This design comes from an exercise in tuning for small area, a short achievable clock period and few clock cycles on the open sky130 flow, not from production work. Function was checked by simulation only, so behaviour that the tests miss may differ from the original. Power is estimated from default activity; no workload was simulated.

--- design/flow/design.v ---
package mips_pkg;
	typedef logic [32-1:0] word_t;
	typedef logic [5-1:0] reg_addr_t;
	localparam logic [5:0] OP_R_TYPE = 6'h00;
	localparam logic [5:0] OP_BEQ    = 6'h04;
	localparam logic [5:0] OP_ADDIU  = 6'h09;
	localparam logic [5:0] OP_LW     = 6'h23;
	localparam logic [5:0] OP_SW     = 6'h2b;
	localparam logic [5:0] FN_ADDU = 6'h21;
	localparam logic [5:0] FN_SUBU = 6'h23;
	localparam logic [5:0] FN_AND  = 6'h24;
	localparam logic [5:0] FN_OR   = 6'h25;
	localparam logic [5:0] FN_SLT  = 6'h2a;
endpackage
`timescale 1ns/1ps
module reg_file (
	input  logic        clock,
	input  logic        rst_n,
	input  logic [4:0]  rs_addr,
	input  logic [4:0]  rt_addr,
	output logic [31:0] rs_value,
	output logic [31:0] rt_value,
	input  logic        wr_en,       
	input  logic [4:0]  wr_addr,
	input  logic [31:0] wr_value
);
	logic [31:0] regs [1:31];
	logic [31:1] valid;
	logic [31:0] rs_raw;
	logic [31:0] rt_raw;
	logic        rs_ok;
	logic        rt_ok;
	always_comb begin
		rs_raw = '0;
		rt_raw = '0;
		rs_ok  = 1'b0;
		rt_ok  = 1'b0;
		for (int i = 1; i < 32; i++) begin
			if (rs_addr == i[4:0]) begin
				rs_raw = regs[i];
				rs_ok  = valid[i];
			end
			if (rt_addr == i[4:0]) begin
				rt_raw = regs[i];
				rt_ok  = valid[i];
			end
		end
	end
	assign rs_value = (wr_en && wr_addr == rs_addr) ? wr_value : (rs_ok ? rs_raw : '0);
	assign rt_value = (wr_en && wr_addr == rt_addr) ? wr_value : (rt_ok ? rt_raw : '0);
	always_ff @(posedge clock) begin
		if (!rst_n) begin
			valid <= '0;
		end else begin
			for (int i = 1; i < 32; i++) begin
				if (wr_en && wr_addr == i[4:0]) begin
					valid[i] <= 1'b1;
				end
			end
		end
	end
	always_ff @(posedge clock) begin
		for (int i = 1; i < 32; i++) begin
			if (wr_en && wr_addr == i[4:0]) begin
				regs[i] <= wr_value;
			end
		end
	end
endmodule
`timescale 1ns/1ps
module exe_stage (
	input  logic [31:0] rs_value,
	input  logic [31:0] rt_value,
	input  logic [15:0] imm,
	input  logic        fwd_a,
	input  logic        fwd_b,
	input  logic [31:0] mem_result,
	input  logic        use_imm,
	input  logic        op_sub,
	input  logic        op_and,
	input  logic        op_or,
	input  logic        op_slt,
	output logic [31:0] result,
	output logic [31:0] store_data,
	output logic        equal
);
	logic [31:0] op_a;
	logic [31:0] rt_fwd;
	logic [31:0] op_b;
	logic [31:0] sum;
	logic        less;
	assign op_a   = fwd_a ? mem_result : rs_value;
	assign rt_fwd = fwd_b ? mem_result : rt_value;
	assign op_b   = use_imm ? {{16{imm[15]}}, imm} : rt_fwd;
	assign sum  = op_sub ? (op_a - op_b) : (op_a + op_b);
	assign less = (op_a[31] ^ op_b[31]) ? op_a[31] : sum[31];
	always_comb begin
		if (op_and)      result = op_a & op_b;
		else if (op_or)  result = op_a | op_b;
		else if (op_slt) result = {31'd0, less};
		else             result = sum;
	end
	assign store_data = rt_fwd;
	assign equal      = (op_a == rt_fwd);
endmodule
`timescale 1ns/1ps
module mips_core (
	input  logic  clock,
	input  logic  rst_n,
	output mips_pkg::word_t instruction_addr,
	input  mips_pkg::word_t instruction,
	output mips_pkg::word_t data_addr,
	output mips_pkg::word_t data_wr,
	output logic  mem_read,
	output logic  mem_write,
	input  mips_pkg::word_t data_rd
);
	logic [29:0] pc;             
	logic [31:0] ex_rs_value;
	logic [31:0] ex_rt_value;
	logic [15:0] ex_imm;
	logic [4:0]  ex_dest;
	logic        ex_reg_write;   
	logic        ex_mem_read;
	logic        ex_mem_write;
	logic        ex_branch;      
	logic        ex_use_imm;
	logic        ex_sub;
	logic        ex_and;
	logic        ex_or;
	logic        ex_slt;
	logic        ex_fwd_a;
	logic        ex_fwd_b;
	logic [31:0] mem_result;
	logic [31:0] mem_store;
	logic [4:0]  mem_dest;
	logic        mem_reg_write;
	logic        mem_rd;
	logic        mem_wr;
	logic [5:0]  opcode;
	logic [5:0]  funct;
	logic [4:0]  rs_addr;
	logic [4:0]  rt_addr;
	logic [4:0]  rd_addr;
	logic [15:0] imm;
	logic        is_r;
	logic        is_addu, is_subu, is_and, is_or, is_slt;
	logic        is_addiu, is_lw, is_sw, is_beq;
	logic        r_valid;
	logic        uncond;
	logic [4:0]  dest;
	logic        reg_write;
	logic        use_rs;
	logic        use_rt;
	logic        load_use;
	logic        stall;
	logic        redirect;
	logic [29:0] pc_next;
	logic [29:0] pc_plus1;
	logic [29:0] pc_jump;
	logic [29:0] ex_target;
	logic [31:0] rs_value;
	logic [31:0] rt_value;
	logic [31:0] wb_value;
	logic [31:0] ex_result;
	logic [31:0] ex_store;
	logic        ex_equal;
	assign instruction_addr = {pc, 2'b00};
	assign opcode  = instruction[31:26];
	assign rs_addr = instruction[25:21];
	assign rt_addr = instruction[20:16];
	assign rd_addr = instruction[15:11];
	assign funct   = instruction[5:0];
	assign imm     = instruction[15:0];
	assign is_r     = (opcode == mips_pkg::OP_R_TYPE);
	assign is_addu  = is_r && (funct == mips_pkg::FN_ADDU);
	assign is_subu  = is_r && (funct == mips_pkg::FN_SUBU);
	assign is_and   = is_r && (funct == mips_pkg::FN_AND);
	assign is_or    = is_r && (funct == mips_pkg::FN_OR);
	assign is_slt   = is_r && (funct == mips_pkg::FN_SLT);
	assign r_valid  = is_addu || is_subu || is_and || is_or || is_slt;
	assign is_addiu = (opcode == mips_pkg::OP_ADDIU);
	assign is_lw    = (opcode == mips_pkg::OP_LW);
	assign is_sw    = (opcode == mips_pkg::OP_SW);
	assign is_beq   = (opcode == mips_pkg::OP_BEQ);
	assign uncond   = is_beq && (rs_addr == rt_addr);
	assign dest      = is_r ? rd_addr : rt_addr;
	assign reg_write = (r_valid || is_addiu || is_lw) && (dest != 5'd0);
	assign use_rs    = r_valid || is_addiu || is_lw || is_sw || (is_beq && !uncond);
	assign use_rt    = r_valid || is_sw || (is_beq && !uncond);
	assign load_use = ex_mem_read &&
		((use_rs && ex_dest == rs_addr) || (use_rt && ex_dest == rt_addr));
	assign redirect = ex_branch && ex_equal;
	assign stall    = load_use;
	assign wb_value = mem_rd ? data_rd : mem_result;
	reg_file u_reg_file (
		.clock    (clock),
		.rst_n    (rst_n),
		.rs_addr  (rs_addr),
		.rt_addr  (rt_addr),
		.rs_value (rs_value),
		.rt_value (rt_value),
		.wr_en    (mem_reg_write),
		.wr_addr  (mem_dest),
		.wr_value (wb_value)
	);
	assign pc_plus1 = pc + 30'd1;
	assign pc_jump  = pc_plus1 + {{14{imm[15]}}, imm};
	assign ex_target = pc + {{14{ex_imm[15]}}, ex_imm};
	always_comb begin
		if (redirect)    pc_next = ex_target;
		else if (stall)  pc_next = pc;
		else if (uncond) pc_next = pc_jump;
		else             pc_next = pc_plus1;
	end
	always_ff @(posedge clock) begin
		if (!rst_n) pc <= '0;
		else        pc <= pc_next;
	end
	logic issue;
	assign issue = !redirect && !stall;
	always_ff @(posedge clock) begin
		if (!rst_n || !issue) begin
			ex_reg_write <= 1'b0;
			ex_mem_read  <= 1'b0;
			ex_mem_write <= 1'b0;
			ex_branch    <= 1'b0;
		end else begin
			ex_reg_write <= reg_write;
			ex_mem_read  <= is_lw;
			ex_mem_write <= is_sw;
			ex_branch    <= is_beq && !uncond;
		end
	end
	always_ff @(posedge clock) begin
		ex_rs_value <= rs_value;
		ex_rt_value <= rt_value;
		ex_imm      <= imm;
		ex_dest     <= dest;
		ex_use_imm  <= is_addiu || is_lw || is_sw;
		ex_sub      <= is_subu || is_slt;
		ex_and      <= is_and;
		ex_or       <= is_or;
		ex_slt      <= is_slt;
		ex_fwd_a    <= ex_reg_write && (ex_dest == rs_addr);
		ex_fwd_b    <= ex_reg_write && (ex_dest == rt_addr);
	end
	exe_stage u_exe (
		.rs_value   (ex_rs_value),
		.rt_value   (ex_rt_value),
		.imm        (ex_imm),
		.fwd_a      (ex_fwd_a),
		.fwd_b      (ex_fwd_b),
		.mem_result (mem_result),
		.use_imm    (ex_use_imm),
		.op_sub     (ex_sub),
		.op_and     (ex_and),
		.op_or      (ex_or),
		.op_slt     (ex_slt),
		.result     (ex_result),
		.store_data (ex_store),
		.equal      (ex_equal)
	);
	always_ff @(posedge clock) begin
		if (!rst_n) begin
			mem_reg_write <= 1'b0;
			mem_rd        <= 1'b0;
			mem_wr        <= 1'b0;
		end else begin
			mem_reg_write <= ex_reg_write;
			mem_rd        <= ex_mem_read;
			mem_wr        <= ex_mem_write;
		end
	end
	always_ff @(posedge clock) begin
		mem_result <= ex_result;
		mem_store  <= ex_store;
		mem_dest   <= ex_dest;
	end
	assign data_addr = mem_result;
	assign data_wr   = mem_store;
	assign mem_read  = mem_rd;
	assign mem_write = mem_wr;
endmodule
--- design/flow/config.mk ---
export PLATFORM = sky130hd
export DESIGN_NAME = mips_core
export DESIGN_NICKNAME = mips_core
export VERILOG_FILES = /design/flow/design.v
export SDC_FILE = /design/flow/constraint.sdc
export NUM_CORES = 4
export LEC_CHECK = 0
export CAP_MARGIN = 20
export CORE_MARGIN = 2
export CORE_UTILIZATION = 40
export SLEW_MARGIN = 20
--- design/flow/run.sh ---
#!/bin/bash
# synth_recipe.tcl (not shown) runs the flow's synth.tcl, then flattens the netlist and writes it again
# the make line also repeats each setting of config.mk as NAME=value (left out here)
make -C /OpenROAD-flow-scripts/flow DESIGN_CONFIG=/design/flow/config.mk WORK_HOME=/design/flow/orfs CLKGATE_MAP_FILE= SYNTH_SCRIPT=/design/flow/synth_recipe.tcl finish
--- design/flow/constraint.sdc ---
create_clock -name core_clock -period 7.0 [get_ports {clock}]
set_input_delay 1.4000 -clock core_clock [delete_from_list [all_inputs] [get_ports {clock}]]
set_output_delay 1.4000 -clock core_clock [all_outputs]
set_load 0.01 [all_outputs]
==> results.ini, run 1 <==
[status]
outcome = finished clean

[logic_synthesis]
synthXorXnorAreaFrac = 0.0317
synthAdderAreaFrac = 0.0217
ys_types = 100
synth_compound_area_frac = 0.211
synth_top_family_by_area = compound AO/OA/AOI/OAI gates
synth_common_cells = edfxtp_1 (992), a221oi_1 (322), nor2_1 (284), a22oi_1 (271), clkbuf_1 (247)
yosysWarnings = 4
yosysSeqAreaShare = 0.598
synthMuxAreaShare = 0.0288
async_reset_ff_frac = 0
postSynthCellCount = 4614
synth_area_um2 = 57500
yosys-top-cells-area = edfxtp_1 (52%), dfxtp_1 (8.0%), a221oi_1 (4.9%)
synth-edff-count = 992
ys.flop_type = edfxtp_1
yosysTopAreaCell = edfxtp_1
synth_top_area_share = 0.518
synth-seq-cells = 1221
synth.most_common_cell = edfxtp_1
syn_avg_cell_area_um2 = 12.5
yosys.area_share.simple = 0.0801

[min_path]
holdCritStartpoint = ex_dest[0]$_DFF_P_
hp-class = flip-flop to flip-flop
holdPathStages = 0
min_to = mem_dest[0]$_DFF_P_

[grt]
grtUsageMet3 = 0.146
gr-max-usage-layer = met2
grt_use_met2 = 0.506
grt_max_degree = 48
globalRouteTotalUtil = 0.347
grt_pass1_wl_mm = 358
grt_pass1_vias = 45665
grt_overflow = 0
use_met1 = 0.429
antenna_found_initial = 10

[placed_design]
port_buffers = 161
gp_congestion = 0.981
postPlaceCellArea_um2 = 62400
dp_hpwl_mm = 162
place_ws_ps = 1260

[critical_path]
cp_max_fo = 26
end_kind = flip-flop
cp_data_required_time_ps = 7670
worst_setup_path_start_kind = flip-flop
rr_endpoint = mem_result[30]$_DFF_P_
r2r-start = ex_use_imm$_DFF_P_
ff2ff_path_depth = 18
path_class = flip-flop to flip-flop
cp.arrival_ps = 6380
worst-r2r-setup-slack_ps = 1290

[floorplan]
fp.dieH_um = 383
coreArea_um2 = 143000
start_util = 0.402
die-area_um2 = 147000
num_rows = 139
die_x_um = 383
ioPinCount = 164

[timing]
worst_slack_ps = 1290
min_period_ps = 5710
min_period_over_period = 0.816
max_freq_mhz = 175
max_slew_margin = 0.154
setup_violations = 0
tns_ps = 0
rsz0062_at_grt = no
finalHoldViolations = 0
max_slew.worst_pin.slew_ps = 1270
final_max_slew_viol_count = 0
finalClockSkew_ps = 37.0

[finish]
stdcell_area_um2 = 67200
fin_util = 0.469
layout-drive-gt1-share = 0.120
area_growth_pct = 16.9
final_nets = 4960

[routing]
drtIter0Drc = 10764
wl_per_cell_um = 38.5
post_drt_via_cell_ratio = 7.15
drc = 0
final_antenna_net_count = 0
drtPass1Iterations = 11
via_count = 48679
wl_mm = 262

[clocking]
clk_pin_slew_worst_paths_ps = 60
clkLatencyLatePin_ps = 780
cts_resized = 0
htree_levels = 4
cts_sinks = 1221
cts_buffers = 134
clock_path_buffers = 3
cts_hold_buffers = 0
cts_tree = yes
post_cts_buffers = 0
cts_root_buf = clkbuf_16

[power]
ir_drop_mv = 0.263
p_leak_nw = 22.5
power_density_nw_per_um2 = 290
power_w = 0.0195

[run]
maxCapViolCount = 0

==> cell usage in the layout (no fill, tap or decap), drive strengths merged, types with 26 or more instances in the layout <==
cell type	synthesis	routed
clkinv	0	55
a211oi	26	26
a222oi	61	61
inv	109	112
clkdlybuf4s50	0	160
nand2	179	179
mux2	45	45
edfxtp	992	992
o22a	47	47
nor2	286	286
nand3	101	101
o211ai	30	30
a22o	205	205
a221oi	322	322
o22ai	81	81
nand4	128	128
o21ai	154	154
ha	95	95
and3	43	43
a22oi	271	271
a31oi	36	36
xnor2	97	97
a21oi	188	188
dfxtp	229	229
buf	56	189
nor2b	26	26
xor2	110	110
clkbuf	248	160
nand2b	26	26
mux2i	91	91
nor3	33	33
==> worst max-delay path, stage by stage (launching register included) <==
cell and delay (ps):
dfxtp_1 310, buf_4 220, inv_2 700, mux2i_4 470, nand3_2 200, nor3b_4 400
a41oi_1 200, xor2_1 190, ha_1 370, o21a_1 180, o21ai_0 210, o21ai_0 130
a211oi_2 360, o21bai_1 200, a21boi_1 400, o31ai_1 210, a311o_1 380, a211o_1 300
o211ai_1 110
==> area by class of cell <==
| type | count | area (um^2) |
|---|---|---|
| fillers | 12624 | 76000 |
| diodes | 7 | 17.5 |
| clock inverters | 82 | 905 |
| multi-input cells | 2981 | 22200 |
| clock buffers | 160 | 3590 |
| repair buffers | 349 | 3310 |
| flip-flops and latches | 1221 | 34400 |
| inverters | 109 | 409 |
| well taps | 1903 | 2380 |
==> through the flow <==
stage / cells / hold slack (ps)
5_1_grt: 6806 / 402
4_1_cts: 6796 / 391
3_3_place_gp: 6552 / 383
3_5_place_dp: 6554 / 389
2_1_floorplan: 4615 / 375
6_report: 6812 / 392
==> cell families after synthesis <==
family / Yosys count
AOI/OAI and AO/OA: 1608
and+or+nand+nor: 927
adders and majority gates: 98
buffers and inverters: 413
other: 1
xor gates and xnor gates: 207
DFF: 1221
muxes: 139
==> layer usage <==
metal,vias to the layer above,share of wire
met5,-,0.00027
met4,12,0.075
met1,23501,0.34
met3,1242,0.16
li1,19174,-
met2,4750,0.42
==> state kept, by name, summed over array words and instances, names as in the netlist, 16 cells and up <==
name	cells
ex_imm	16
mem_result	32
u_reg_file.regs	992
ex_rt_value	32
mem_store	32
pc	30
ex_rs_value	32
u_reg_file.valid	31
==> power breakdown <==
part           internal, W  switching (W)
Clock              0.00430        0.00302
Sequential         0.00876       0.000264
Combinational     0.000945        0.00218
Total               0.0140        0.00546
==> how the worst max path moves through the flow <==
| stage | end | from | cells after the start | slack, ps |
|---|---|---|---|---|
| 2_1_floorplan | mem_result[30]$_DFF_P_ | ex_fwd_a$_DFF_P_ | 19 | 2010 |
| 3_3_place_gp | ex_rt_value[30]$_DFF_P_ | instruction[16] | 12 | 1280 |
| 3_5_place_dp | ex_rt_value[30]$_DFF_P_ | instruction[16] | 12 | 1260 |
| 4_1_cts | mem_result[30]$_DFF_P_ | ex_use_imm$_DFF_P_ | 18 | 1330 |
| 5_1_grt | mem_result[29]$_DFF_P_ | ex_use_imm$_DFF_P_ | 19 | 990 |
| 6_report | mem_result[30]$_DFF_P_ | ex_use_imm$_DFF_P_ | 18 | 1290 |
Testbench counts, summed over its fixed seeds: cycles 29,603.
==> run 2: changes to the inputs <==
--- a/design/flow/config.mk
+++ b/design/flow/config.mk
@@ -8,4 +8,5 @@
 export CAP_MARGIN = 20
 export CORE_MARGIN = 2
 export CORE_UTILIZATION = 40
+export SETUP_SLACK_MARGIN = 3.5
 export SLEW_MARGIN = 20
==> results.ini, run 2 <==
[placed_design]
place_ws_ps = 1180
gp_congestion = 0.975
port_buffers = 161
dp_hpwl_mm = 161
dpl.cell_count = 6527
postPlaceCellArea_um2 = 62500

[critical_path]
worst-r2r-setup-slack_ps = 2570
end_kind = flip-flop
ff2ff_path_depth = 18
worst_setup_path_start_kind = flip-flop
rr_endpoint = mem_result[28]$_DFF_P_
cp_max_fo = 5
path_class = flip-flop to flip-flop
cp_data_required_time_ps = 7690
cp.arrival_ps = 5120
r2r-start = ex_fwd_b$_DFF_P_

[clocking]
cts_sinks = 1221
cts_buffers = 119
clkLatencyLatePin_ps = 780
htree_levels = 3
clk_pin_slew_worst_paths_ps = 60
cts_tree = yes
clock_path_buffers = 3
cts_hold_buffers = 0
cts_root_buf = clkbuf_16

[logic_synthesis]
synth-edff-count = 992
synth_top_area_share = 0.518
synth_area_um2 = 57500
ys_types = 100
synth-seq-cells = 1221
synth_common_cells = edfxtp_1 (992), a221oi_1 (322), nor2_1 (284), a22oi_1 (271), clkbuf_1 (247)
yosysSeqAreaShare = 0.598
yosysTopAreaCell = edfxtp_1
yosys-top-cells-area = edfxtp_1 (52%), dfxtp_1 (8.0%), a221oi_1 (4.9%)
async_reset_ff_frac = 0
ys.flop_type = edfxtp_1
synth.most_common_cell = edfxtp_1
postSynthCellCount = 4614
syn_avg_cell_area_um2 = 12.5
yosysWarnings = 4

[timing]
min_period_ps = 4430
tns_ps = 0
worst_slack_ps = 2570
final_max_slew_viol_count = 0
max_slew.worst_pin.slew_ps = 1230
min_period_over_period = 0.632
finalClockSkew_ps = 45.4
max_slew_margin = 0.177
finalHoldViolations = 0
max_freq_mhz = 226
rsz0062_at_grt = yes
setup_violations = 0

[min_path]
holdPathStages = 0
min_to = mem_dest[2]$_DFF_P_
hp-class = flip-flop to flip-flop
holdCritStartpoint = ex_dest[2]$_DFF_P_

[power]
ir_drop_mv = 0.250
seqPwrFrac = 0.469
p_leak_nw = 24.2
power_switching_w = 0.00551
clockPowerShare = 0.355
power_density_nw_per_um2 = 271
p_comb_frac = 0.176
swShare = 0.286
p_int_w = 0.0137

[grt]
antenna_found_initial = 10
grt_pass1_wl_mm = 367
grt_pass1_vias = 46463
grt_max_degree = 48
globalRouteTotalUtil = 0.355
grt_overflow = 0

[finish]
fillers = 12243
stdcell_area_um2 = 70900
stdcell_count = 7031
largest_register_ffs = 992
regMostFlops = u_reg_file.regs
final_nets = 5186
multiInputGateArea_um2 = 24200
area_growth_pct = 23.4
final_cell_mix = edfxtp_1 (992), buf_4 (350), a221oi_1 (304), a22oi_1 (268), dfxtp_1 (211)
layout-drive-gt1-share = 0.216
final_common_cell = edfxtp_1
ff_latch_area_um2 = 34400

[run]
maxCapViolCount = 0

[routing]
drc = 0
drtPass1Iterations = 20
wl_mm = 271
post_drt_via_cell_ratio = 7.10
drtIter0Drc = 9915
wl_per_cell_um = 38.6
final_antenna_net_count = 0
via_count = 49902

[floorplan]
die_x_um = 383
ioPinCount = 164
fp.dieH_um = 383
coreArea_um2 = 143000
die-area_um2 = 147000
start_util = 0.402
num_rows = 139

[status]
outcome = finished clean

==> run 2: worst max-delay path, stage by stage, from the launching register on <==
cell and delay (ps):
dfxtp_4 390, buf_12 140, mux2_4 340, mux2i_4 250, ha_4 200, buf_4 110, nor2_1 50, xor2_1 180
ha_1 370, a21oi_2 190, o21ai_2 100, o41a_1 490, a211oi_4 310, o21bai_2 130, a21boi_2 250, o31ai_4 100
a311o_1 370, a22o_1 250, a21oi_2 130
==> run 2: through the flow <==
step	util	total power (W)	hold slack (ps)
3_5_place_dp	0.436	0.0121	389
6_report	0.496	0.0193	399
5_1_grt	0.495	0.0197	405
3_3_place_gp	0.436	0.0120	388
2_1_floorplan	-	0.0107	375
4_1_cts	0.486	0.0190	397
==> run 2: timing repair <==
item,4_1_cts,5_1_grt
setup buffers,213,52
gates resized for setup,330,182
gates cloned,7,1
pin swaps,142,102
setup endpoints to repair,125,100
==> run 2: how the worst max path moves through the flow <==
stage,startpoint,end,slack (ps),cells after the start
2_1_floorplan,ex_fwd_a$_DFF_P_,mem_result[30]$_DFF_P_,3010,19
3_3_place_gp,instruction[16],ex_rt_value[31]$_DFF_P_,1260,11
3_5_place_dp,instruction[16],ex_rt_value[2]$_DFF_P_,1180,11
4_1_cts,ex_fwd_b$_DFF_P_,mem_result[28]$_DFF_P_,2620,17
5_1_grt,ex_fwd_b$_DFF_P_,mem_result[29]$_DFF_P_,2480,18
6_report,ex_fwd_b$_DFF_P_,mem_result[28]$_DFF_P_,2570,18
==> run 2: layer usage <==
layer  track usage  wire length [um]  up-vias
li1              -                 -    19649
met1         0.429             91500    24238
met2         0.536            116000     4722
met3         0.119             39800     1281
met4         0.244             23600       12
met5             0               181        -
==> run 2: cells by family (layout without fill, tap and decap cells) <==
logic type	after synthesis	after routing	synth area share
AO/OA/AOI/OAI	1608	1611	0.211
flip-flops	1221	1221	0.598
AND/OR/NAND/NOR	927	931	0.0801
buffers and inverters	413	916	0.0281
XOR/XNOR	207	207	0.0317
multiplexers	139	139	0.0288
adder cells (fa/ha/maj)	98	98	0.0217
other	1	5	0.0000652
==> run 2: power groups by stage <==
stage               Clock [W]  Sequential [W]  Combinational [W]
finish                0.00684         0.00902            0.00339
global route          0.00712         0.00902            0.00353
CTS                   0.00684         0.00901            0.00313
detailed placement          0         0.00917            0.00290
global placement            0         0.00917            0.00287
floorplan                   0         0.00905            0.00161
==> run 2: layout make-up <==
cell class | instances | share of cell area
Clock buffer | 153 | 0.0449
Antenna cell | 3 | 0.000106
Multi-Input combinational cell | 2988 | 0.341
Tap cell | 1903 | 0.0336
Sequential cell | 1221 | 0.485
Inverter | 109 | 0.00610
Clock inverter | 71 | 0.0126
Timing Repair Buffer | 582 | 0.0760
Timing Repair inverter | 1 | 0.000123
==> run 3: changes to the inputs <==
--- a/design/flow/design.v
+++ b/design/flow/design.v
@@ -13,6 +13,43 @@
 	localparam logic [5:0] FN_SLT  = 6'h2a;
 endpackage
 `timescale 1ns/1ps
+module pp_add #(
+	parameter int W = 32,
+	parameter int L = 6      
+) (
+	input  logic [W-1:0] a,
+	input  logic [W-1:0] b,
+	input  logic         cin,
+	output logic [W-1:0] sum,
+	output logic         cout
+);
+	logic [W:0] g [0:L];
+	logic [W:0] p [0:L];
+	always_comb begin
+		g[0][0] = cin;
+		p[0][0] = 1'b0;
+		for (int i = 0; i < W; i++) begin
+			g[0][i+1] = a[i] & b[i];
+			p[0][i+1] = a[i] ^ b[i];
+		end
+		for (int l = 0; l < L; l++) begin
+			for (int i = 0; i <= W; i++) begin
+				if (i >= (1 << l)) begin
+					g[l+1][i] = g[l][i] | (p[l][i] & g[l][i - (1 << l)]);
+					p[l+1][i] = p[l][i] & p[l][i - (1 << l)];
+				end else begin
+					g[l+1][i] = g[l][i];
+					p[l+1][i] = p[l][i];
+				end
+			end
+		end
+		for (int i = 0; i < W; i++) begin
+			sum[i] = p[0][i+1] ^ g[L][i];
+		end
+		cout = g[L][W];
+	end
+endmodule
+`timescale 1ns/1ps
 module reg_file (
 	input  logic        clock,
 	input  logic        rst_n,
@@ -26,28 +63,26 @@
 );
 	logic [31:0] regs [1:31];
 	logic [31:1] valid;
-	logic [31:0] rs_raw;
-	logic [31:0] rt_raw;
-	logic        rs_ok;
-	logic        rt_ok;
+	logic        rs_byp;
+	logic        rt_byp;
+	logic [31:1] rs_sel;
+	logic [31:1] rt_sel;
+	assign rs_byp = wr_en && (wr_addr == rs_addr);
+	assign rt_byp = wr_en && (wr_addr == rt_addr);
 	always_comb begin
-		rs_raw = '0;
-		rt_raw = '0;
-		rs_ok  = 1'b0;
-		rt_ok  = 1'b0;
 		for (int i = 1; i < 32; i++) begin
-			if (rs_addr == i[4:0]) begin
-				rs_raw = regs[i];
-				rs_ok  = valid[i];
-			end
-			if (rt_addr == i[4:0]) begin
-				rt_raw = regs[i];
-				rt_ok  = valid[i];
-			end
+			rs_sel[i] = valid[i] && !rs_byp && (rs_addr == i[4:0]);
+			rt_sel[i] = valid[i] && !rt_byp && (rt_addr == i[4:0]);
+		end
+	end
+	always_comb begin
+		rs_value = rs_byp ? wr_value : '0;
+		rt_value = rt_byp ? wr_value : '0;
+		for (int i = 1; i < 32; i++) begin
+			rs_value = rs_value | (rs_sel[i] ? regs[i] : '0);
+			rt_value = rt_value | (rt_sel[i] ? regs[i] : '0);
 		end
 	end
-	assign rs_value = (wr_en && wr_addr == rs_addr) ? wr_value : (rs_ok ? rs_raw : '0);
-	assign rt_value = (wr_en && wr_addr == rt_addr) ? wr_value : (rt_ok ? rt_raw : '0);
 	always_ff @(posedge clock) begin
 		if (!rst_n) begin
 			valid <= '0;
@@ -72,14 +107,15 @@
 	input  logic [31:0] rs_value,
 	input  logic [31:0] rt_value,
 	input  logic [15:0] imm,
-	input  logic        fwd_a,
-	input  logic        fwd_b,
-	input  logic [31:0] mem_result,
+	input  logic        fwd_a,       
+	input  logic        fwd_b,       
 	input  logic        use_imm,
+	input  logic [31:0] mem_result,
 	input  logic        op_sub,
 	input  logic        op_and,
 	input  logic        op_or,
 	input  logic        op_slt,
+	input  logic        op_add,
 	output logic [31:0] result,
 	output logic [31:0] store_data,
 	output logic        equal
@@ -87,19 +123,25 @@
 	logic [31:0] op_a;
 	logic [31:0] rt_fwd;
 	logic [31:0] op_b;
+	logic [31:0] b_in;
 	logic [31:0] sum;
 	logic        less;
 	assign op_a   = fwd_a ? mem_result : rs_value;
 	assign rt_fwd = fwd_b ? mem_result : rt_value;
 	assign op_b   = use_imm ? {{16{imm[15]}}, imm} : rt_fwd;
-	assign sum  = op_sub ? (op_a - op_b) : (op_a + op_b);
+	assign b_in = op_b ^ {32{op_sub}};
+	pp_add #(.W(32), .L(6)) u_add (
+		.a    (op_a),
+		.b    (b_in),
+		.cin  (op_sub),
+		.sum  (sum),
+		.cout ()
+	);
 	assign less = (op_a[31] ^ op_b[31]) ? op_a[31] : sum[31];
-	always_comb begin
-		if (op_and)      result = op_a & op_b;
-		else if (op_or)  result = op_a | op_b;
-		else if (op_slt) result = {31'd0, less};
-		else             result = sum;
-	end
+	assign result = ({32{op_and}} & (op_a & op_b))
+	              | ({32{op_or}}  & (op_a | op_b))
+	              | ({32{op_add}} & sum)
+	              | {31'd0, op_slt & less};
 	assign store_data = rt_fwd;
 	assign equal      = (op_a == rt_fwd);
 endmodule
@@ -129,6 +171,7 @@
 	logic        ex_and;
 	logic        ex_or;
 	logic        ex_slt;
+	logic        ex_add;         
 	logic        ex_fwd_a;
 	logic        ex_fwd_b;
 	logic [31:0] mem_result;
@@ -205,14 +248,38 @@
 		.wr_value (wb_value)
 	);
 	assign pc_plus1 = pc + 30'd1;
-	assign pc_jump  = pc_plus1 + {{14{imm[15]}}, imm};
+	logic [15:0] jump_lo;
+	logic        jump_c;
+	logic [13:0] hi_inc;
+	logic [13:0] hi_dec;
+	pp_add #(.W(16), .L(5)) u_jump_add (
+		.a    (pc[15:0]),
+		.b    (imm),
+		.cin  (1'b1),
+		.sum  (jump_lo),
+		.cout (jump_c)
+	);
+	assign hi_inc  = pc[29:16] + 14'd1;
+	assign hi_dec  = pc[29:16] - 14'd1;
+	logic jump_up;
+	logic jump_down;
+	logic jump_same;
+	assign jump_up   = !imm[15] && jump_c;
+	assign jump_down = imm[15] && !jump_c;
+	assign jump_same = imm[15] == jump_c;
+	assign pc_jump = {({14{jump_up}} & hi_inc) | ({14{jump_down}} & hi_dec)
+		| ({14{jump_same}} & pc[29:16]), jump_lo};
 	assign ex_target = pc + {{14{ex_imm[15]}}, ex_imm};
-	always_comb begin
-		if (redirect)    pc_next = ex_target;
-		else if (stall)  pc_next = pc;
-		else if (uncond) pc_next = pc_jump;
-		else             pc_next = pc_plus1;
-	end
+	logic sel_redirect;
+	logic sel_hold;
+	logic sel_jump;
+	logic sel_step;
+	assign sel_redirect = redirect;
+	assign sel_hold     = !redirect && stall;
+	assign sel_jump     = !redirect && !stall && uncond;
+	assign sel_step     = !redirect && !stall && !uncond;
+	assign pc_next = ({30{sel_redirect}} & ex_target) | ({30{sel_hold}} & pc)
+		| ({30{sel_jump}} & pc_jump) | ({30{sel_step}} & pc_plus1);
 	always_ff @(posedge clock) begin
 		if (!rst_n) pc <= '0;
 		else        pc <= pc_next;
@@ -242,6 +309,7 @@
 		ex_and      <= is_and;
 		ex_or       <= is_or;
 		ex_slt      <= is_slt;
+		ex_add      <= !(is_and || is_or || is_slt);
 		ex_fwd_a    <= ex_reg_write && (ex_dest == rs_addr);
 		ex_fwd_b    <= ex_reg_write && (ex_dest == rt_addr);
 	end
@@ -257,6 +325,7 @@
 		.op_and     (ex_and),
 		.op_or      (ex_or),
 		.op_slt     (ex_slt),
+		.op_add     (ex_add),
 		.result     (ex_result),
 		.store_data (ex_store),
 		.equal      (ex_equal)
==> results.ini, run 3 <==
[routing]
wl_mm = 311
wl_per_cell_um = 44.6
post_drt_via_cell_ratio = 7.63
drtIter0Drc = 11401
drtPass1Iterations = 15
drc = 0
via_count = 53130
final_antenna_net_count = 0

[logic_synthesis]
yosys.area_share.simple = 0.0977
yosys-top-cells-area = edfxtp_1 (53%), a22oi_1 (12%), dfxtp_1 (8.1%)
synthAdderAreaFrac = 0.0190
synthMuxAreaShare = 0.0230
ys_types = 82
synth.most_common_cell = edfxtp_1
async_reset_ff_frac = 0
synth_area_um2 = 56500
yosysWarnings = 9
syn_avg_cell_area_um2 = 12.6
postSynthCellCount = 4485
synth_compound_area_frac = 0.197
yosysTopAreaCell = edfxtp_1
synth_top_area_share = 0.527
synthXorXnorAreaFrac = 0.0259
ys.flop_type = edfxtp_1
yosysSeqAreaShare = 0.609
synth-seq-cells = 1222
synth_common_cells = edfxtp_1 (992), a22oi_1 (876), dfxtp_1 (230), clkbuf_1 (225), nand4_1 (197)
synth-edff-count = 992
synth_top_family_by_area = compound AO/OA/AOI/OAI gates

[critical_path]
cpMaxStageDelayCell = nor4_4
rr_endpoint = mem_result[31]$_DFF_P_
worst-r2r-setup-slack_ps = 3280
cp_max_fo = 9
cpPeakStageDelay_ps = 1020
worstPathCellList = clkdlybuf4s15_1, buf_6, xor2_1, nor4_2, and3_4, buf_6, buf_12, buf_4, nor4_4, clkbuf_16, buf_12, a22oi_1, nand4_1, or4_1
r2r-start = ex_fwd_b$_DFF_P_
critical_path_depth = 14
cp.arrival_ps = 4610
cp_data_required_time_ps = 7740
startpoint = instruction[20]
ff2ff_path_depth = 14
path_class = primary input to flip-flop
crit_path_end = ex_rt_value[19]$_DFF_P_
critPathTopFamily = simple AND/OR/NAND/NOR gates
crit_buf_inv = 7
end_kind = flip-flop
worst_setup_path_start_kind = primary input

[floorplan]
start_util = 0.404
coreArea_um2 = 140000
ioPinCount = 164
num_rows = 137
fp.dieH_um = 380
die_x_um = 380
die-area_um2 = 144000

[finish]
largest_register_ffs = 992
regMostFlops = u_reg_file.regs
fillers = 11582
area_growth_pct = 28.8
final_cell_mix = edfxtp_1 (992), a22oi_1 (673), buf_4 (316), dfxtp_1 (223), a22oi_2 (203)
layout-drive-gt1-share = 0.276
final_common_cell = edfxtp_1
final_nets = 5102
stdcell_area_um2 = 72800
stdcell_count = 6963

[run]
maxCapViolCount = 0

[placed_design]
port_buffers = 161
dp_hpwl_mm = 154
place_ws_ps = 1410
postPlaceCellArea_um2 = 62100
dpl.cell_count = 6339
gp_congestion = 0.948

[power]
p_leak_nw = 25.0
ir_drop_mv = 0.292
seqPwrFrac = 0.491
power_switching_w = 0.00355
power_w = 0.0160
power_density_nw_per_um2 = 220
p_int_w = 0.0124
p_comb_frac = 0.028
swShare = 0.222
clockPowerShare = 0.481

[min_path]
hp-class = flip-flop to flip-flop
holdCritStartpoint = ex_dest[0]$_DFF_P_

[clocking]
cts_root_buf = clkbuf_16
htree_levels = 4
cts_buffers = 135
clock_path_buffers = 3
cts_sinks = 1222
clk_pin_slew_worst_paths_ps = 60
cts_hold_buffers = 0
cts_tree = yes
clkLatencyLatePin_ps = 820

[timing]
rsz0062_at_grt = yes
tns_ps = 0
min_period_over_period = 0.552
final_max_slew_viol_count = 0
max_freq_mhz = 259
finalClockSkew_ps = 48.2
min_period_ps = 3860
max_slew_margin = 0.182
finalHoldViolations = 0
worst_slack_ps = 3140
max_slew.worst_pin.slew_ps = 1220
setup_violations = 0

[grt]
globalRouteTotalUtil = 0.397
antenna_found_initial = 25
grt_overflow = 0
grt_pass1_wl_mm = 397
grt_pass1_vias = 47472
grt_max_degree = 60

[status]
outcome = finished clean

==> run 3: per-layer routing <==
metal	vias up	part of all wire	GRT usage
li1	19281	-	-
met1	25672	0.32	0.467
met2	6084	0.39	0.547
met3	2045	0.18	0.204
met4	48	0.10	0.300
met5	-	0.0036	0.0222
==> run 3: cells by family after synthesis <==
logic type	count (synthesis)
AOI/OAI and AO/OA	1490
other	1
adders and majority gates	85
muxes	118
and+or+nand+nor	1013
buffers and inverters	389
DFF	1222
xor gates and xnor gates	167
==> run 3: timing repair <==
action | CTS | global route
setup buffers | 180 | 129
gates cloned | 25 | 17
endpoints found under the setup margin | 124 | 111
gates resized for setup | 407 | 195
pin swaps | 128 | 148
==> run 3: power groups by stage <==
stage	Sequential [W]	Combinational (W)	Clock, W
after detailed placement	0.00800	0.000366	0
after CTS	0.00785	0.000419	0.00763
after global routing	0.00784	0.000473	0.00792
final	0.00785	0.000451	0.00770
after global placement	0.00800	0.000362	0
after floorplan	0.00798	0.000223	0
==> run 3: how the worst min path moves through the flow <==
stage / endpoint / slack [ps] / cells past startpoint
final: mem_dest[0]$_DFF_P_ / 390 / 0
after global routing: mem_dest[0]$_DFF_P_ / 400 / 0
after CTS: mem_dest[1]$_DFF_P_ / 390 / 0
after detailed placement: mem_dest[1]$_DFF_P_ / 380 / 0
after global placement: mem_dest[0]$_DFF_P_ / 390 / 0
after floorplan: mem_dest[1]$_DFF_P_ / 370 / 0
==> run 3: layout make-up <==
cell class	instances	area (um^2)	area share
Sequential cell	1222	34400	0.473
Multi-Input combinational cell	2884	23900	0.328
Timing Repair Buffer	654	7150	0.0983
Clock buffer	176	3750	0.0516
Tap cell	1876	2350	0.0322
Clock inverter	74	986	0.0135
Inverter	54	223	0.00306
Antenna cell	23	57.6	0.000791
==> run 3: stage by stage <==
stage	utilization	hold WS, ps
6_report	0.520	391
5_1_grt	0.520	403
4_1_cts	0.504	395
3_5_place_dp	0.444	383
3_3_place_gp	0.443	387
2_1_floorplan	-	373
Testbench counts of run 3, summed over its fixed seeds: cycles 29,603.
==> run 4: changes to the inputs <==
--- a/design/flow/design.v
+++ b/design/flow/design.v
@@ -226,7 +226,9 @@
 	assign is_lw    = (opcode == mips_pkg::OP_LW);
 	assign is_sw    = (opcode == mips_pkg::OP_SW);
 	assign is_beq   = (opcode == mips_pkg::OP_BEQ);
-	assign uncond   = is_beq && (rs_addr == rt_addr);
+	logic short_imm;
+	assign short_imm = (imm[15:7] == 9'h000) || (imm[15:7] == 9'h1ff);
+	assign uncond    = is_beq && (rs_addr == rt_addr) && short_imm;
 	assign dest      = is_r ? rd_addr : rt_addr;
 	assign reg_write = (r_valid || is_addiu || is_lw) && (dest != 5'd0);
 	assign use_rs    = r_valid || is_addiu || is_lw || is_sw || (is_beq && !uncond);
@@ -248,27 +250,27 @@
 		.wr_value (wb_value)
 	);
 	assign pc_plus1 = pc + 30'd1;
-	logic [15:0] jump_lo;
+	logic [7:0]  jump_lo;
 	logic        jump_c;
-	logic [13:0] hi_inc;
-	logic [13:0] hi_dec;
-	pp_add #(.W(16), .L(5)) u_jump_add (
-		.a    (pc[15:0]),
-		.b    (imm),
+	logic [21:0] hi_inc;
+	logic [21:0] hi_dec;
+	pp_add #(.W(8), .L(4)) u_jump_add (
+		.a    (pc[7:0]),
+		.b    (imm[7:0]),
 		.cin  (1'b1),
 		.sum  (jump_lo),
 		.cout (jump_c)
 	);
-	assign hi_inc  = pc[29:16] + 14'd1;
-	assign hi_dec  = pc[29:16] - 14'd1;
+	assign hi_inc  = pc[29:8] + 22'd1;
+	assign hi_dec  = pc[29:8] - 22'd1;
 	logic jump_up;
 	logic jump_down;
 	logic jump_same;
 	assign jump_up   = !imm[15] && jump_c;
 	assign jump_down = imm[15] && !jump_c;
 	assign jump_same = imm[15] == jump_c;
-	assign pc_jump = {({14{jump_up}} & hi_inc) | ({14{jump_down}} & hi_dec)
-		| ({14{jump_same}} & pc[29:16]), jump_lo};
+	assign pc_jump = {({22{jump_up}} & hi_inc) | ({22{jump_down}} & hi_dec)
+		| ({22{jump_same}} & pc[29:8]), jump_lo};
 	assign ex_target = pc + {{14{ex_imm[15]}}, ex_imm};
 	logic sel_redirect;
 	logic sel_hold;
==> results.ini, run 4 <==
[status]
outcome = finished clean

[critical_path]
cpPeakStageDelay_ps = 930
crit_top_cell = buf_6
cp_max_fo = 30
path_class = primary input to flip-flop
critPathTopFamily = simple AND/OR/NAND/NOR gates
crit_buf_inv = 4
end_kind = flip-flop
worstPathCellList = buf_6, buf_6, buf_4, nor2b_1, nand2_1, nor4_2, buf_12, a22oi_1, nand4_1, or4_4
cpMaxStageDelayCell = nor2b_1
cp.arrival_ps = 4450
worst_setup_path_start_kind = primary input
cp_data_required_time_ps = 7690

[timing]
min_period_ps = 3760
setup_violations = 0
rsz0062_at_grt = yes
finalHoldViolations = 0
finalClockSkew_ps = 42.4
tns_ps = 0
worst_slack_ps = 3240
holdWs_ps = 406
max_freq_mhz = 266
min_period_over_period = 0.537
max_slew.worst_pin.slew_ps = 1200
max_slew_margin = 0.198
final_max_slew_viol_count = 0

[logic_synthesis]
synth_top_area_share = 0.532
ys_types = 81
async_reset_ff_frac = 0
synth-seq-cells = 1222
synth.most_common_cell = edfxtp_1
ys.flop_type = edfxtp_1
synth-edff-count = 992
postSynthCellCount = 4462
syn_avg_cell_area_um2 = 12.5
synth_area_um2 = 56000
yosysSeqAreaShare = 0.614
yosysTopAreaCell = edfxtp_1
yosys-top-cells-area = edfxtp_1 (53%), a22oi_1 (12%), dfxtp_1 (8.2%)
synth_common_cells = edfxtp_1 (992), a22oi_1 (882), clkbuf_1 (299), dfxtp_1 (230), nand4_1 (202)
yosysWarnings = 9

[floorplan]
coreArea_um2 = 139000
start_util = 0.402
die-area_um2 = 143000
fp.dieH_um = 378
die_x_um = 378
ioPinCount = 164
num_rows = 137

[clocking]
cts_buffers = 131
cts_sinks = 1222
cts_hold_buffers = 0
cts_tree = yes
htree_levels = 4
clk_pin_slew_worst_paths_ps = 60
clock_path_buffers = 3
cts_root_buf = clkbuf_16
clkLatencyLatePin_ps = 800

[routing]
drc = 0
drtPass1Iterations = 12
wl_mm = 303
post_drt_via_cell_ratio = 7.55
wl_per_cell_um = 43.7
final_antenna_net_count = 0
via_count = 52359
drtIter0Drc = 11838

[run]
maxCapViolCount = 0

[grt]
grt_max_degree = 37
grt_pass1_wl_mm = 397
grt_overflow = 0
globalRouteTotalUtil = 0.407
grt_pass1_vias = 47692
antenna_found_initial = 22

[placed_design]
place_ws_ps = 1260
dpl.cell_count = 6296
port_buffers = 161
gp_congestion = 0.955
postPlaceCellArea_um2 = 61800
dp_hpwl_mm = 155

[finish]
stdcell_count = 6935
final_cell_mix = edfxtp_1 (992), a22oi_1 (641), buf_4 (318), a22oi_2 (241), dfxtp_1 (218)
fillers = 11645
area_growth_pct = 28.6
final_common_cell = edfxtp_1
regMostFlops = u_reg_file.regs
final_nets = 5063
largest_register_ffs = 992
layout-drive-gt1-share = 0.282
stdcell_area_um2 = 72000

[power]
power_density_nw_per_um2 = 214
p_leak_nw = 24.6
ir_drop_mv = 0.279

[min_path]
hp-class = flip-flop to flip-flop

==> run 4: changes by cell type after synthesis, moves of 11 or more <==
| cell | before | now |
|---|---|---|
| nor2_1 | 195 | 176 |
| a21oi_1 | 101 | 88 |
| and4_1 | 21 | 8 |
| a221oi_2 | 25 | 0 |
| nand2_1 | 147 | 130 |
| o22ai_1 | 5 | 16 |
| a221oi_1 | 68 | 89 |
| clkbuf_1 | 225 | 299 |
| and3_1 | 39 | 63 |
| buf_2 | 71 | 16 |
| nand2b_1 | 50 | 33 |
==> run 4: timing repair <==
item / 4_1_cts / 5_1_grt
pin swaps: 104 / 155
setup buffers: 219 / 109
setup endpoints to repair: 127 / 124
gates resized for setup: 386 / 262
cloned: 29 / 10
==> run 4: layout make-up <==
type | instances | area, um^2 | share of cell area
Sequential cell | 1222 | 34400 | 0.478
Clock inverter | 68 | 785 | 0.0109
Clock buffer | 173 | 3540 | 0.0491
Multi-Input combinational cell | 2860 | 23900 | 0.331
Inverter | 61 | 265 | 0.00368
Antenna cell | 31 | 77.6 | 0.00108
Timing Repair Buffer | 644 | 6750 | 0.0937
Tap cell | 1876 | 2350 | 0.0326
==> run 4: where the power goes <==
part / leakage, nW / switching [W] / internal, W
Sequential: 11.0 / 0.0000399 / 0.00781
Clock: 2.09 / 0.00310 / 0.00402
Combinational: 11.4 / 0.000285 / 0.000177
Total: 24.6 / 0.00342 / 0.0120
==> run 4: cell families after synthesis <==
logic type                 Yosys count  share of synthesized area
AOI/OAI and AO/OA                 1494                      0.196
xor gates and xnor gates           169                     0.0264
other                                1                  0.0000670
muxes                              113                     0.0222
buffers and inverters              403                     0.0280
and+or+nand+nor                    983                     0.0955
DFF                               1222                      0.614
adders and majority gates           77                     0.0173
==> run 4: metal layers <==
metal,track usage,share of wire
met1,0.471,0.32
met2,0.564,0.39
met3,0.219,0.18
met4,0.303,0.10
met5,0.0113,0.0016
==> run 4: worst reg2reg max path, cell delays in order, from the launching register on <==
cell and delay, ps:
dfxtp_4 460, buf_12 180, mux2_4 340, mux2i_2 190, xnor2_1 100, ha_1 380, a21o_1 230, a31oi_2 220
o21a_1 210, a21oi_4 90, o2111ai_4 290, nand2_4 120, buf_6 130, a2111oi_4 380, mux2i_1 230, o21ai_1 100
==> run 4: path summary, 6_finish.rpt <==
kind,startpoint,slack [ps],to,depth (start not counted)
hold / removal,ex_dest[1]$_DFF_P_,410,mem_dest[1]$_DFF_P_,0
hold reg to reg,ex_dest[1]$_DFF_P_,410,mem_dest[1]$_DFF_P_,0
setup / recovery,instruction[23],3240,ex_rs_value[11]$_DFF_P_,10
setup reg to reg,ex_fwd_b$_DFF_P_,3250,mem_result[28]$_DFF_P_,15
==> run 4: stage by stage <==
step                total power (W)   util
floorplan                   0.00819      -
global placement            0.00836  0.444
detailed placement          0.00836  0.444
CTS                          0.0153  0.501
global route                 0.0157  0.517
finish                       0.0154  0.517
Testbench counts of run 4, summed over its fixed seeds: cycles 29,603.
==> run 5: changes to the inputs <==
--- a/design/flow/design.v
+++ b/design/flow/design.v
@@ -67,22 +67,26 @@
 	logic        rt_byp;
 	logic [31:1] rs_sel;
 	logic [31:1] rt_sel;
+	logic [31:0] rs_raw;
+	logic [31:0] rt_raw;
 	assign rs_byp = wr_en && (wr_addr == rs_addr);
 	assign rt_byp = wr_en && (wr_addr == rt_addr);
 	always_comb begin
 		for (int i = 1; i < 32; i++) begin
-			rs_sel[i] = valid[i] && !rs_byp && (rs_addr == i[4:0]);
-			rt_sel[i] = valid[i] && !rt_byp && (rt_addr == i[4:0]);
+			rs_sel[i] = valid[i] && (rs_addr == i[4:0]);
+			rt_sel[i] = valid[i] && (rt_addr == i[4:0]);
 		end
 	end
 	always_comb begin
-		rs_value = rs_byp ? wr_value : '0;
-		rt_value = rt_byp ? wr_value : '0;
+		rs_raw = '0;
+		rt_raw = '0;
 		for (int i = 1; i < 32; i++) begin
-			rs_value = rs_value | (rs_sel[i] ? regs[i] : '0);
-			rt_value = rt_value | (rt_sel[i] ? regs[i] : '0);
+			rs_raw = rs_raw | (rs_sel[i] ? regs[i] : '0);
+			rt_raw = rt_raw | (rt_sel[i] ? regs[i] : '0);
 		end
 	end
+	assign rs_value = rs_byp ? wr_value : rs_raw;
+	assign rt_value = rt_byp ? wr_value : rt_raw;
 	always_ff @(posedge clock) begin
 		if (!rst_n) begin
 			valid <= '0;
@@ -107,10 +111,16 @@
 	input  logic [31:0] rs_value,
 	input  logic [31:0] rt_value,
 	input  logic [15:0] imm,
-	input  logic        fwd_a,       
-	input  logic        fwd_b,       
-	input  logic        use_imm,
 	input  logic [31:0] mem_result,
+	input  logic        a_fwd,       
+	input  logic        a_reg,       
+	input  logic        b_fwd,       
+	input  logic        b_reg,       
+	input  logic        b_imm,       
+	input  logic        t_fwd,       
+	input  logic        e_rr,        
+	input  logic        e_mr,        
+	input  logic        e_rm,        
 	input  logic        op_sub,
 	input  logic        op_and,
 	input  logic        op_or,
@@ -121,15 +131,18 @@
 	output logic        equal
 );
 	logic [31:0] op_a;
-	logic [31:0] rt_fwd;
-	logic [31:0] op_b;
 	logic [31:0] b_in;
+	logic [31:0] b_raw;
 	logic [31:0] sum;
+	logic [31:0] inv;
+	logic [31:0] diff;
 	logic        less;
-	assign op_a   = fwd_a ? mem_result : rs_value;
-	assign rt_fwd = fwd_b ? mem_result : rt_value;
-	assign op_b   = use_imm ? {{16{imm[15]}}, imm} : rt_fwd;
-	assign b_in = op_b ^ {32{op_sub}};
+	assign inv = {32{op_sub}};
+	assign op_a = ({32{a_fwd}} & mem_result) | ({32{a_reg}} & rs_value);
+	assign b_in = ({32{b_fwd}} & (mem_result ^ inv))
+	            | ({32{b_reg}} & (rt_value ^ inv))
+	            | ({32{b_imm}} & {{16{imm[15]}}, imm});
+	assign b_raw = b_in;
 	pp_add #(.W(32), .L(6)) u_add (
 		.a    (op_a),
 		.b    (b_in),
@@ -137,13 +150,16 @@
 		.sum  (sum),
 		.cout ()
 	);
-	assign less = (op_a[31] ^ op_b[31]) ? op_a[31] : sum[31];
-	assign result = ({32{op_and}} & (op_a & op_b))
-	              | ({32{op_or}}  & (op_a | op_b))
+	assign less = (op_a[31] == b_in[31]) ? op_a[31] : sum[31];
+	assign result = ({32{op_and}} & (op_a & b_raw))
+	              | ({32{op_or}}  & (op_a | b_raw))
 	              | ({32{op_add}} & sum)
 	              | {31'd0, op_slt & less};
-	assign store_data = rt_fwd;
-	assign equal      = (op_a == rt_fwd);
+	assign store_data = t_fwd ? mem_result : rt_value;
+	assign diff = ({32{e_rr}} & (rs_value ^ rt_value))
+	            | ({32{e_mr}} & (mem_result ^ rt_value))
+	            | ({32{e_rm}} & (rs_value ^ mem_result));
+	assign equal = (diff == 32'd0);
 endmodule
 `timescale 1ns/1ps
 module mips_core (
@@ -166,14 +182,20 @@
 	logic        ex_mem_read;
 	logic        ex_mem_write;
 	logic        ex_branch;      
-	logic        ex_use_imm;
 	logic        ex_sub;
 	logic        ex_and;
 	logic        ex_or;
 	logic        ex_slt;
 	logic        ex_add;         
-	logic        ex_fwd_a;
-	logic        ex_fwd_b;
+	logic        ex_a_fwd;
+	logic        ex_a_reg;
+	logic        ex_b_fwd;
+	logic        ex_b_reg;
+	logic        ex_b_imm;
+	logic        ex_t_fwd;
+	logic        ex_e_rr;
+	logic        ex_e_mr;
+	logic        ex_e_rm;
 	logic [31:0] mem_result;
 	logic [31:0] mem_store;
 	logic [4:0]  mem_dest;
@@ -287,7 +309,13 @@
 		else        pc <= pc_next;
 	end
 	logic issue;
-	assign issue = !redirect && !stall;
+	logic use_imm;
+	logic fwd_a;
+	logic fwd_b;
+	assign issue   = !redirect && !stall;
+	assign use_imm = is_addiu || is_lw || is_sw;
+	assign fwd_a   = ex_reg_write && (ex_dest == rs_addr);
+	assign fwd_b   = ex_reg_write && (ex_dest == rt_addr);
 	always_ff @(posedge clock) begin
 		if (!rst_n || !issue) begin
 			ex_reg_write <= 1'b0;
@@ -306,23 +334,35 @@
 		ex_rt_value <= rt_value;
 		ex_imm      <= imm;
 		ex_dest     <= dest;
-		ex_use_imm  <= is_addiu || is_lw || is_sw;
 		ex_sub      <= is_subu || is_slt;
 		ex_and      <= is_and;
 		ex_or       <= is_or;
 		ex_slt      <= is_slt;
 		ex_add      <= !(is_and || is_or || is_slt);
-		ex_fwd_a    <= ex_reg_write && (ex_dest == rs_addr);
-		ex_fwd_b    <= ex_reg_write && (ex_dest == rt_addr);
+		ex_a_fwd    <= fwd_a;
+		ex_a_reg    <= !fwd_a;
+		ex_b_fwd    <= fwd_b && !use_imm;
+		ex_b_reg    <= !fwd_b && !use_imm;
+		ex_b_imm    <= use_imm;
+		ex_t_fwd    <= fwd_b;
+		ex_e_rr     <= !fwd_a && !fwd_b;
+		ex_e_mr     <= fwd_a && !fwd_b;
+		ex_e_rm     <= !fwd_a && fwd_b;
 	end
 	exe_stage u_exe (
 		.rs_value   (ex_rs_value),
 		.rt_value   (ex_rt_value),
 		.imm        (ex_imm),
-		.fwd_a      (ex_fwd_a),
-		.fwd_b      (ex_fwd_b),
 		.mem_result (mem_result),
-		.use_imm    (ex_use_imm),
+		.a_fwd      (ex_a_fwd),
+		.a_reg      (ex_a_reg),
+		.b_fwd      (ex_b_fwd),
+		.b_reg      (ex_b_reg),
+		.b_imm      (ex_b_imm),
+		.t_fwd      (ex_t_fwd),
+		.e_rr       (ex_e_rr),
+		.e_mr       (ex_e_mr),
+		.e_rm       (ex_e_rm),
 		.op_sub     (ex_sub),
 		.op_and     (ex_and),
 		.op_or      (ex_or),
--- a/design/flow/config.mk
+++ b/design/flow/config.mk
@@ -8,5 +8,6 @@
 export CAP_MARGIN = 20
 export CORE_MARGIN = 2
 export CORE_UTILIZATION = 40
-export SETUP_SLACK_MARGIN = 3.5
+export SETUP_SLACK_MARGIN = 4.0
 export SLEW_MARGIN = 20
+export TNS_END_PERCENT = 0
==> results.ini, run 5 <==
[clocking]
clkLatencyLatePin_ps = 810
htree_levels = 3
cts_hold_buffers = 0
clk_pin_slew_worst_paths_ps = 70
cts_tree = yes
cts_root_buf = clkbuf_16
cts_buffers = 120
clock_path_buffers = 3
cts_sinks = 1228

[floorplan]
die-area_um2 = 147000
die_x_um = 383
start_util = 0.404
fp.dieH_um = 383
coreArea_um2 = 142000
num_rows = 138
ioPinCount = 164

[critical_path]
cp_data_required_time_ps = 7580
cp.arrival_ps = 4530
r2r-start = mem_result[18]$_DFF_P_
startpoint = instruction[18]
cp_max_fo = 22
path_class = primary input to flip-flop
end_kind = flip-flop
worst_setup_path_start_kind = primary input

[timing]
setup_violations = 0
holdWs_ps = 390
min_period_over_period = 0.565
tns_ps = 0
max_freq_mhz = 253
min_period_ps = 3950
max_slew.worst_pin.slew_ps = 1250
finalClockSkew_ps = 78.5
final_max_slew_viol_count = 0
finalHoldViolations = 0
rsz0062_at_grt = yes
worst_slack_ps = 3050
max_slew_margin = 0.142

[power]
p_int_w = 0.0119
ir_drop_mv = 0.235
p_comb_frac = 0.024
power_density_nw_per_um2 = 227
seqPwrFrac = 0.516
clockPowerShare = 0.460
power_switching_w = 0.00330
p_leak_nw = 23.2
swShare = 0.216

[placed_design]
port_buffers = 161
dp_hpwl_mm = 162
gp_congestion = 0.991
place_ws_ps = 1230
postPlaceCellArea_um2 = 61700

[finish]
fin_util = 0.473
final_cell_mix = edfxtp_1 (992), a221oi_1 (481), a22o_1 (480), dfxtp_1 (229), buf_4 (209)
final_nets = 4814
stdcell_area_um2 = 67200
layout-drive-gt1-share = 0.146
fillers = 12550
multiInputGateArea_um2 = 21800
ff_latch_area_um2 = 34500
largest_register_ffs = 992
regMostFlops = u_reg_file.regs
area_growth_pct = 17.1
final_common_cell = edfxtp_1

[status]
outcome = finished clean

[logic_synthesis]
yosysSeqAreaShare = 0.601
yosys.area_share.simple = 0.0765
yosysTopAreaCell = edfxtp_1
yosysWarnings = 9
ys.flop_type = edfxtp_1
ys_types = 93
async_reset_ff_frac = 0
synthXorXnorAreaFrac = 0.0252
syn_avg_cell_area_um2 = 12.7
yosys-top-cells-area = edfxtp_1 (52%), dfxtp_1 (8.2%), a221oi_1 (7.3%)
synth.most_common_cell = edfxtp_1
synth_top_family_by_area = compound AO/OA/AOI/OAI gates
postSynthCellCount = 4522
synthAdderAreaFrac = 0.0240
synth_area_um2 = 57400
synth-seq-cells = 1228
synth_top_area_share = 0.519
synth-edff-count = 992
synthMuxAreaShare = 0.0133
synth_compound_area_frac = 0.223
synth_common_cells = edfxtp_1 (992), a221oi_1 (481), a22o_1 (480), clkbuf_1 (351), dfxtp_1 (236)

[routing]
via_count = 50668
final_antenna_net_count = 0
wl_mm = 279
drtPass1Iterations = 17
wl_per_cell_um = 42.0
post_drt_via_cell_ratio = 7.62
drc = 0
drtIter0Drc = 12228

[grt]
grt_max_degree = 41
grt_overflow = 0
globalRouteTotalUtil = 0.367
grt_pass1_wl_mm = 376
antenna_found_initial = 23
grt_pass1_vias = 46215

[min_path]
holdCritStartpoint = ex_dest[1]$_DFF_P_
hp-class = flip-flop to flip-flop

[run]
maxCapViolCount = 0

run 5: worst max-delay path, stage by stage:
cell and delay [ps]:
dlygate4sd2_1 600, and3b_1 630, and3_4 720, a22o_1 220, a221oi_1 70, nand4_1 180
nor3_1 80, a21oi_1 530
run 5: cell type report:
class,count,area share
clock buffer,157,0.0493
multi-input combinational,2753,0.325
tap,1890,0.0352
antenna,17,0.000633
timing repair buffer,396,0.0539
sequential,1228,0.514
inverter,140,0.00823
clock inverter,72,0.0138
run 5: per-layer routing:
| metal | share of wire | wire length (um) | track usage | vias up |
|---|---|---|---|---|
| li1 | - | - | - | 18867 |
| met1 | 0.33 | 92800 | 0.446 | 24270 |
| met2 | 0.40 | 111000 | 0.515 | 5771 |
| met3 | 0.18 | 49400 | 0.172 | 1732 |
| met4 | 0.091 | 25500 | 0.246 | 28 |
| met5 | 0.0013 | 364 | 0.00463 | - |
run 5: per-stage QoR:
stage,std cells,power (W)
final,6653,0.0152
after CTS,6626,0.0152
after global routing,6639,0.0155
after global placement,6347,0.00835
after floorplan,4523,0.00820
after detailed placement,6347,0.00835
run 5: kinds of logic (layout without fill, tap and decap cells):
family,Yosys count,count (layout)
AOI/OAI and AO/OA,1572,1572
other,1,19
adders and majority gates,109,109
and+or+nand+nor,830,833
buffers and inverters,545,765
muxes,72,72
DFF,1228,1228
xor gates and xnor gates,165,165
run 5: timing repair:
item                                    CTS  global route
hold endpoints to repair                  0             0
endpoints found under the setup margin  260           531
pin swaps                                19            17
gates resized for setup                 176            30
gates cloned                              3             0
setup buffers                            47            10
run 5: worst paths after layout:
kind	depth (start not counted)	to	slack, ps
setup / recovery	8	ex_rt_value[11]$_DFF_P_	3050
hold / removal	0	mem_dest[1]$_DFF_P_	390
setup reg to reg	11	pc[2]$_SDFF_PN0_	3290
hold reg to reg	0	mem_dest[1]$_DFF_P_	390
run 5: power groups by stage:
stage / clock [W] / sequential (W) / combinational (W)
3_5_place_dp: 0 / 0.00803 / 0.000321
6_report: 0.00701 / 0.00787 / 0.000365
5_1_grt: 0.00725 / 0.00787 / 0.000386
2_1_floorplan: 0 / 0.00800 / 0.000192
3_3_place_gp: 0 / 0.00803 / 0.000319
4_1_cts: 0.00697 / 0.00787 / 0.000342
Testbench counts of run 5, summed over its fixed seeds: cycles 29,603.

==> what the ideal ports hide <==
The results above use ideal ports. As a check the final layouts listed here were re-extracted and re-timed, cells and wires unchanged.
Step 1, drivers: a clkbuf_16 drives clock and a buf_2 each remaining input, both assumed.
Step 2 also shifts input and output timing later by t, the mid clock arrival at the registers, as if the neighbouring blocks saw the same clock.
a / b / c = ideal / step 1 / step 2; a / b = the first two.
run	t, ns	setup WS [ns]	cell pins on the clock port's net
run 1	0.841	1.290 / 1.290 / 0.868	1
run 2	0.847	2.573 / 2.573 / 2.426	1
run 3	0.885	3.136 / 3.199 / 2.315	1
run 4	0.861	3.242 / 3.249 / 2.422	1
run 5	0.858	3.046 / 3.017 / 2.160	1
After both steps setup and hold are still met in every run listed. The setup slack of run 5, which loses most, moves by -0.029 ns with the drivers and by -0.886 ns with both steps.
